Source: an optimization exercise on an open RTL-to-GDS flow (aim: small area and few clock cycles per item). Production flows keep margins and buffers that such runs may drop. Function was checked by simulation only, so behaviour that the tests miss may differ from the original. Power figures rest on the tool's default switching activity, not on a simulated workload.

===== flow/run.sh =====
#!/bin/bash
# synth_recipe.tcl (not shown) runs the flow's synth.tcl, then flattens the netlist and writes it again
# the make line also repeats each setting of config.mk as NAME=value (left out here)
make -C /OpenROAD-flow-scripts/flow DESIGN_CONFIG=/design/flow/config.mk WORK_HOME=/design/flow/orfs CLKGATE_MAP_FILE= SYNTH_SCRIPT=/design/flow/synth_recipe.tcl finish

===== flow/config.mk =====
export PLATFORM = sky130hd
export DESIGN_NAME = time_sorted_event_queue_unit
export DESIGN_NICKNAME = time_sorted_event_queue_unit
export VERILOG_FILES = /design/flow/design.v
export SDC_FILE = /design/flow/constraint.sdc
export NUM_CORES = 4
export LEC_CHECK = 0
export CAP_MARGIN = 20
export CORE_MARGIN = 2
export CORE_UTILIZATION = 40
export SLEW_MARGIN = 20

===== flow/constraint.sdc =====
create_clock -name core_clock -period 5.0 [get_ports {clock}]
set_input_delay 1.0000 -clock core_clock [delete_from_list [all_inputs] [get_ports {clock}]]
set_output_delay 1.0000 -clock core_clock [all_outputs]
set_load 0.01 [all_outputs]

===== flow/design.v =====
`default_nettype none
package teq_pkg;
   localparam int DEFAULT_CAPACITY = 32;
   localparam int ACTION_W = 2;
   localparam int INDEX_W  = 16;
   localparam int TIME_W   = 32;
   localparam int STATUS_W = 3;
   localparam int COUNT_W  = 6;
   localparam logic [ACTION_W-1:0] ACT_INSERT = 2'd0;
   localparam logic [ACTION_W-1:0] ACT_LIST   = 2'd1;
   localparam logic [ACTION_W-1:0] ACT_CLEAR  = 2'd2;
   localparam logic [STATUS_W-1:0] STS_INSERTED = 3'd0;
   localparam logic [STATUS_W-1:0] STS_FULL     = 3'd1;
   localparam logic [STATUS_W-1:0] STS_CLEARED  = 3'd2;
   localparam logic [STATUS_W-1:0] STS_LISTED   = 3'd3;
   localparam logic [STATUS_W-1:0] STS_EMPTY    = 3'd4;
   typedef struct packed {
      logic load_new;    
      logic shift;       
      logic rotate;      
      logic wrap;        
   } cell_ctl_type;
   typedef enum logic [1:0] {
      S_IDLE = 2'b01,
      S_LIST = 2'b10
   } state_type;
endpackage
`default_nettype wire
`default_nettype none
module teq_cell (
   input  wire logic                       clock,
   input  wire teq_pkg::cell_ctl_type      ctl,
   input  wire logic                       cell_valid,
   input  wire logic [teq_pkg::TIME_W-1:0]  cmp_time,
   input  wire logic [teq_pkg::INDEX_W-1:0] new_index,
   input  wire logic [teq_pkg::TIME_W-1:0]  new_time,
   input  wire logic [teq_pkg::INDEX_W-1:0] left_index,
   input  wire logic [teq_pkg::TIME_W-1:0]  left_time,
   input  wire logic [teq_pkg::INDEX_W-1:0] right_index,
   input  wire logic [teq_pkg::TIME_W-1:0]  right_time,
   input  wire logic [teq_pkg::INDEX_W-1:0] first_index,
   input  wire logic [teq_pkg::TIME_W-1:0]  first_time,
   output logic [teq_pkg::INDEX_W-1:0]      index_q,
   output logic [teq_pkg::TIME_W-1:0]       time_q,
   output logic                             le
);
   logic [teq_pkg::INDEX_W-1:0] index_ff, index_in;
   logic [teq_pkg::TIME_W-1:0]  time_ff, time_in;
   always_comb begin
      index_in = index_ff;
      time_in  = time_ff;
      if (ctl.load_new) begin
         index_in = new_index;
         time_in  = new_time;
      end else if (ctl.shift) begin
         index_in = left_index;
         time_in  = left_time;
      end else if (ctl.rotate) begin
         if (ctl.wrap) begin
            index_in = first_index;
            time_in  = first_time;
         end else begin
            index_in = right_index;
            time_in  = right_time;
         end
      end
   end
   always_ff @(posedge clock) begin
      index_ff <= index_in;
      time_ff  <= time_in;
   end
   assign index_q = index_ff;
   assign time_q  = time_ff;
   assign le      = cell_valid && (time_ff <= cmp_time);
endmodule
`default_nettype wire
`default_nettype none
module time_sorted_event_queue_unit #(
   parameter int CAPACITY = teq_pkg::DEFAULT_CAPACITY
) (
   input  wire logic                        clock,
   input  wire logic                        reset,
   input  wire logic                        start,
   output logic                             busy,
   input  wire logic [teq_pkg::ACTION_W-1:0] req_action,
   input  wire logic [teq_pkg::INDEX_W-1:0]  req_spike_index,
   input  wire logic [teq_pkg::TIME_W-1:0]   req_spike_time,
   output logic                             rsp_strobe,
   output logic [teq_pkg::STATUS_W-1:0]      rsp_status,
   output logic [teq_pkg::INDEX_W-1:0]       rsp_entry_index,
   output logic [teq_pkg::TIME_W-1:0]        rsp_entry_time,
   output logic [teq_pkg::COUNT_W-1:0]       rsp_entry_count,
   output logic                             rsp_last
);
   localparam int CNT_W = $clog2(CAPACITY + 1);
   teq_pkg::state_type          state_ff, state_in;
   logic [CNT_W-1:0]   occ_ff, occ_in;
   logic [CNT_W-1:0]   rem_ff, rem_in;
   logic                rsp_strobe_ff, rsp_strobe_in;
   logic [teq_pkg::STATUS_W-1:0] rsp_status_ff, rsp_status_in;
   logic [teq_pkg::INDEX_W-1:0]  rsp_index_ff, rsp_index_in;
   logic [teq_pkg::TIME_W-1:0]   rsp_time_ff, rsp_time_in;
   logic [CNT_W-1:0]    rsp_count_ff, rsp_count_in;
   logic                rsp_last_ff, rsp_last_in;
   logic [teq_pkg::INDEX_W-1:0] cell_index [CAPACITY];
   logic [teq_pkg::TIME_W-1:0]  cell_time  [CAPACITY];
   logic [CAPACITY-1:0] cell_le;
   logic [CAPACITY-1:0] cell_valid;
   logic [CAPACITY-1:0] ctl_load_new, ctl_shift, ctl_rotate, ctl_wrap;
   logic accept, full, front, ins_go, rot_go;
   logic [CNT_W+teq_pkg::COUNT_W-1:0] count_wide;
   assign busy   = (state_ff == teq_pkg::S_LIST);
   assign accept = start && !busy;
   assign full   = (occ_ff >= CNT_W'(CAPACITY));
   assign front  = (occ_ff == '0) || (req_spike_time <= cell_time[0]);
   assign ins_go = accept && (req_action == teq_pkg::ACT_INSERT) && !full;
   assign rot_go = (state_ff == teq_pkg::S_LIST);
   always_comb begin
      logic keep, prev_keep;
      for (int i = 0; i < CAPACITY; i++) begin
         cell_valid[i] = (CNT_W'(i) < occ_ff);
         keep      = !front && cell_le[i];
         prev_keep = (i == 0) ? 1'b1 : (!front && cell_le[(i == 0) ? 0 : i - 1]);
         ctl_load_new[i]      = ins_go && !keep && prev_keep;
         ctl_shift[i]         = ins_go && !keep && !prev_keep;
         ctl_rotate[i]        = rot_go;
         ctl_wrap[i]          = (CNT_W'(i + 1) == occ_ff) || (i == CAPACITY - 1);
      end
   end
   for (genvar g = 0; g < CAPACITY; g++) begin : g_cell
      localparam int L = (g == 0) ? 0 : g - 1;
      localparam int R = (g == CAPACITY - 1) ? 0 : g + 1;
      teq_cell u_cell (
         .clock       (clock),
         .ctl         ({ctl_load_new[g], ctl_shift[g], ctl_rotate[g], ctl_wrap[g]}),
         .cell_valid  (cell_valid[g]),
         .cmp_time    (req_spike_time),
         .new_index   (req_spike_index),
         .new_time    (req_spike_time),
         .left_index  (cell_index[L]),
         .left_time   (cell_time[L]),
         .right_index (cell_index[R]),
         .right_time  (cell_time[R]),
         .first_index (cell_index[0]),
         .first_time  (cell_time[0]),
         .index_q     (cell_index[g]),
         .time_q      (cell_time[g]),
         .le          (cell_le[g])
      );
   end
   always_comb begin
      state_in      = state_ff;
      occ_in        = occ_ff;
      rem_in        = rem_ff;
      rsp_strobe_in = 1'b0;
      rsp_status_in = teq_pkg::STS_INSERTED;
      rsp_index_in  = '0;
      rsp_time_in   = '0;
      rsp_count_in  = occ_ff;
      rsp_last_in   = 1'b1;
      case (state_ff)
         teq_pkg::S_IDLE: begin
            if (accept) begin
               case (req_action)
                  teq_pkg::ACT_INSERT: begin
                     rsp_strobe_in = 1'b1;
                     if (full) begin
                        rsp_status_in = teq_pkg::STS_FULL;
                     end else begin
                        occ_in        = occ_ff + CNT_W'(1);
                        rsp_count_in  = occ_ff + CNT_W'(1);
                        rsp_status_in = teq_pkg::STS_INSERTED;
                     end
                  end
                  teq_pkg::ACT_LIST: begin
                     if (occ_ff == '0) begin
                        rsp_strobe_in = 1'b1;
                        rsp_status_in = teq_pkg::STS_EMPTY;
                     end else begin
                        rem_in   = occ_ff;
                        state_in = teq_pkg::S_LIST;
                     end
                  end
                  teq_pkg::ACT_CLEAR: begin
                     rsp_strobe_in = 1'b1;
                     rsp_status_in = teq_pkg::STS_CLEARED;
                     occ_in        = '0;
                     rsp_count_in  = '0;
                  end
                  default: ;
               endcase
            end
         end
         teq_pkg::S_LIST: begin
            rsp_strobe_in = 1'b1;
            rsp_status_in = teq_pkg::STS_LISTED;
            rsp_index_in  = cell_index[0];
            rsp_time_in   = cell_time[0];
            rsp_last_in   = (rem_ff == CNT_W'(1));
            rem_in        = rem_ff - CNT_W'(1);
            if (rem_ff == CNT_W'(1)) begin
               state_in = teq_pkg::S_IDLE;
            end
         end
         default: begin
            state_in = teq_pkg::S_IDLE;
         end
      endcase
   end
   always_ff @(posedge clock) begin
      if (reset) begin
         state_ff      <= teq_pkg::S_IDLE;
         occ_ff        <= '0;
         rem_ff        <= '0;
         rsp_strobe_ff <= 1'b0;
      end else begin
         state_ff      <= state_in;
         occ_ff        <= occ_in;
         rem_ff        <= rem_in;
         rsp_strobe_ff <= rsp_strobe_in;
      end
   end
   always_ff @(posedge clock) begin
      rsp_status_ff <= rsp_status_in;
      rsp_index_ff  <= rsp_index_in;
      rsp_time_ff   <= rsp_time_in;
      rsp_count_ff  <= rsp_count_in;
      rsp_last_ff   <= rsp_last_in;
   end
   assign count_wide      = {{teq_pkg::COUNT_W{1'b0}}, rsp_count_ff};
   assign rsp_strobe      = rsp_strobe_ff;
   assign rsp_status      = rsp_status_ff;
   assign rsp_entry_index = rsp_index_ff;
   assign rsp_entry_time  = rsp_time_ff;
   assign rsp_entry_count = count_wide[teq_pkg::COUNT_W-1:0];
   assign rsp_last        = rsp_last_ff;
endmodule
`default_nettype wire

==> notes.md <==
## cells in the final DEF, fill, tap and decap left out, types with 22 or more instances in the layout
cell and instances:
nand2_4 31, clkinv_1 33, dfxtp_1 73, a21o_1 64
nor3_1 45, clkdlybuf4s50_1 80, nand4_1 203, a211oi_1 188
a21oi_1 615, mux2i_1 3870, o211ai_1 37, nor4_1 30
buf_2 32, edfxtp_1 1536, mux2_2 64, nand3_1 104
ha_1 998, clkbuf_16 202, clkbuf_8 22, nor2b_1 186
nand2_1 361, buf_4 422, o21ai_0 270, clkinv_2 29
and2_1 50, clkbuf_1 55, buf_12 203, inv_1 64
nor2_1 158
## registers in the layout (all words and copies together), names as in the netlist, 3 cells and up
name and count:
occ_ff 6, g_cell.u_cell.time_ff 1024, g_cell.u_cell.index_ff 512, rsp_time_ff 32, rem_ff 6, rsp_status_ff 3, rsp_index_ff 16, rsp_count_ff 6
## area by class of cell
| cell class | instances | area [µm²] |
|---|---|---|
| antenna | 5 | 12.5 |
| clock buffer | 279 | 5560 |
| clock inverter | 87 | 833 |
| fill | 26700 | 159000 |
| inverter | 96 | 402 |
| multi-input combinational | 7606 | 67600 |
| sequential | 1609 | 47600 |
| tap | 3919 | 4900 |
| timing repair buffer | 737 | 8190 |
## stage by stage
stage	power (W)	util, %
6_report	0.0409	46.0
4_1_cts	0.0409	46.0
3_5_place_dp	0.0262	43.8
5_1_grt	0.0422	46.0
2_1_floorplan	0.0224	-
3_3_place_gp	0.0259	43.8
## tightest hold or removal path, cell delays in order, from the launching register on
cell	delay, ps
dfxtp_1	330
nand2_1	60
nand2_1	40
## path summary, 6_finish.rpt
check / from / endpoint / cells past startpoint
setup reg to reg: g_cell[0].u_cell.time_ff[15] / g_cell[4].u_cell.time_ff[0] / 13
hold reg to reg: state_ff[0] / state_ff[0] / 2
setup / recovery: g_cell[0].u_cell.time_ff[15] / g_cell[4].u_cell.time_ff[0] / 13
hold / removal: state_ff[0] / state_ff[0] / 2
## power by group
part           switching (W)  internal, W
Combinational        0.00537      0.00310
Sequential           0.00108       0.0166
Clock                0.00626      0.00850
## layer usage
layer  wire length [µm]  up-vias  part of all wire, %
li1                   -    39300                    -
met1             197000    45300                   43
met2             199000     4422                   43
met3              39500      919                  8.6
met4              25400        2                  5.5
met5                 13        -               0.0028
## kinds of logic (layout without fill, tap and decap cells)
group / count (synthesis) / in the layout / share of synthesized area (%)
AOI/OAI and AO/OA: 1352 / 1352 / 6.79
adders and majority gates: 999 / 999 / 10.6
buffers and inverters: 945 / 1199 / 3.18
DFF: 1609 / 1609 / 40.3
muxes: 3934 / 3934 / 33.4
other: 0 / 5 / 0
and+or+nand+nor: 1321 / 1321 / 5.72
==> impl.org <==
** Outcome
- The flow ran to the end and the layout has no timing, DRC or antenna violations.

** Synthesis
- Portion of synthesized cell area occupied by the leading cell type :: between 30% and 40%
- Each instance of the synthesized netlist takes up on average about 12 µm².
- Sequential element share of the synthesized area :: 40.3%
- Number of synthesized flops with an enable pin :: roughly 1500
- Dominant cell by count in the synthesized netlist :: mux2i_1
- Counting flops with an async set or reset pin after synthesis yields a share of 0%.
- Mapped cell area :: about 120000 µm²
- The Yosys step of the flow raised 4 warnings.
- Top cells by instance count after synthesis :: mux2i_1 (3870), edfxtp_1 (1536), ha_1 (999)
- Cell count after synthesis :: approximately 10000
- Main area contributors after synthesis :: edfxtp_1 (39%), mux2i_1 (33%), ha_1 (11%)
- Most used DFF post-synth :: edfxtp_1
- The largest total area in the synthesized netlist belongs to edfxtp_1.
- Number of storage elements in the synthesis netlist :: around 1600
- Synthesis produced a netlist with a net count of 11200.
- Cell variety after synth :: 68

** Timing
- Setup slack on the critical path of the routed design comes to about 500 ps.
- Tcrit/Tclk final :: about nine tenths
- Slew Limit Headroom :: a little over a fifth
- Final critical delay including setup and external delays :: 4510 ps
- At the pin with the least slew margin, the transition time is 1170 ps.
- Max Fclk :: about 220 MHz
- Hold Vio Cnt, Final :: 0
- Setup repair after global routing left no endpoint under its margin.
- The final number of max-transition violations is 0.
- Summed over all failing endpoints, the final setup total negative slack is 0 ps.
- Maximum clock skew at final layout :: 57.7 ps
- Hold timing on the final database bottoms out at a slack of about 480 ps.
- Setup violations remaining at the end of the flow were counted as 0.

** Detailed routing
- Count of vias placed by the detailed router :: 90000
- Routed length per instance :: ~32 µm
- Remaining antenna violation count :: 0
- The final layout contains routed wiring with a total length of ~460000 µm.
- Using the TritonRoute via totals, the vias-per-cell ratio works out to 6.28.
- Number of design-rule violations left by the first detailed-router iteration :: roughly 10000
- The first detailed-routing pass took 25 iterations.
- Post-detailed-route DRC marker count :: 0

** Critical path
- Ordered cell list for the critical path :: ha_1, nand4_1, buf_4, nor2_1, a221o_1, o31a_1, buf_4, nor3_1, nand4_1, buf_12, buf_12, a221oi_1, a21oi_1
- Crit path required time :: between 5000 and 6000 ps
- Critical-path top delay cell :: edfxtp_1
- The worst setup path is captured at a flop.
- In this design, the stage delay of the slowest critical-path cell is around 520 ps.
- Combined buffer and inverter count along the critical path :: 4
- Setup slack on the worst reg-to-reg path comes out at slightly below 500 ps.
- STA classifies the critical path startpoint as a flop.
- Top fanout value on the critical path :: 18
- The critical path in this run is classified as flop to flop.
- Family with the most delay on the worst path :: compound AO/OA/AOI/OAI gates
- Worst Path Arrival :: 5140 ps

** Placement
- Port Buffer Count :: about 110
- Once detailed placement completed, the half-perimeter wirelength came to about 330000 µm.
- Placed Instances :: ~14000
- At the end of routability-driven placement, the weighted congestion stood at about 0.97.
- After detailed placement, the total cell area comes to approximately 130000 µm².
- At the placement stage, the worst setup path has a slack of -155 ps.

** Global routing
- For met3 alone, demand over resource in global routing was under 10%.
- In the global route stage, overall resource usage came out at between 20% and 30%.
- The layer flagged by global routing as most heavily used is met2.
- The first global-routing pass estimated ~650000 µm of wire.
- Global routing used 40.7% of the available met1 tracks.
- Pin count of the biggest net entering global routing :: a little under 100
- Global-route congestion overflow total :: 0
- The number of global-route vias before repair came to about 90000.
- The number of antenna violations at the first check in global routing is 11.
- For this run, global-route usage on met2 was measured as 45.3%.

** Floorplanning
- Die width :: between 500 and 600 µm
- The core region is about 290000 µm².
- Boundary Pins :: approximately 110
- The die is around 550 µm tall.
- Effective utilization at floorplan :: 40.2%
- After floorplanning, the core was divided into between 150 and 200 placement rows.
- The floorplan step defined a die boundary enclosing 300000 µm².

** Cells and area
- Cell area after layout :: roughly 140000 µm²
- For this run, the post-layout net count is approximately 11000.
- The area growth from synthesis to layout is 14.4%.
- Non-filler cells, final :: roughly 14000
- Layout cells sized above 1 :: roughly 11%

** Power
- In this run the power density over the cells is 303 nW/µm².
- Max IR drop VDD :: around 0.27 mV
- Leak pwr :: between 60 and 70 nW

** Run
- The tool flagged a number of max-cap violations equal to 0.

** Clock tree
- Post-CTS setup buffer count :: 0
- Clock network latency to the later pin of the worst-skew pair :: slightly above 900 ps
- CTS sink cnt :: 1609
- Clock buffer count from CTS :: 200
- H-tree lvl count :: 4
- In this run the clock root is driven by a clkbuf_16.
- After clock tree synthesis, the clock-pin slew on the worst setup and hold paths is 60 ps.
- No sink is reached through more buffers than the 4 on the longest clock path.
- Resize count post-CTS :: 0
- For this design, the CTS-stage hold fixing added 0 buffers.
- TritonCTS built the clock tree.

** Min path
- Worst min-delay path category :: flop to flop
Testbench counts, summed over its fixed seeds: cycles 20,492, items 19,868.

-- separate check: timing with driven ports --
How much do the figures lean on ideal ports? The routed layout below was timed once more, with nothing changed but the port constraints. Step 1 (the two cells are an assumption about what drives the block):
set clk [get_ports {clock}]
set_driving_cell -lib_cell sky130_fd_sc_hd__clkbuf_16 $clk
set_driving_cell -lib_cell sky130_fd_sc_hd__buf_2 [delete_from_list [all_inputs] $clk]
Step 2 also shifts input and output timing later by t, the mid clock arrival at the registers, as if the neighbouring blocks saw the same clock. a / b / c = no drivers / after step 1 / after step 2; a / b = the first two.
shift t [ns]: 0.994
slack for setup (ns): 0.486 / 0.486 / -0.278
worst register clock-pin slew, ns: 0.07 / 0.07
worst data-port slew with drivers (ns): 0.08
pins driven straight from the clock port: 1
Met with ideal ports but missed after step 2: setup timing in this run. The setup slack of this run moves by 0.000 ns with the drivers and by -0.764 ns with both steps.
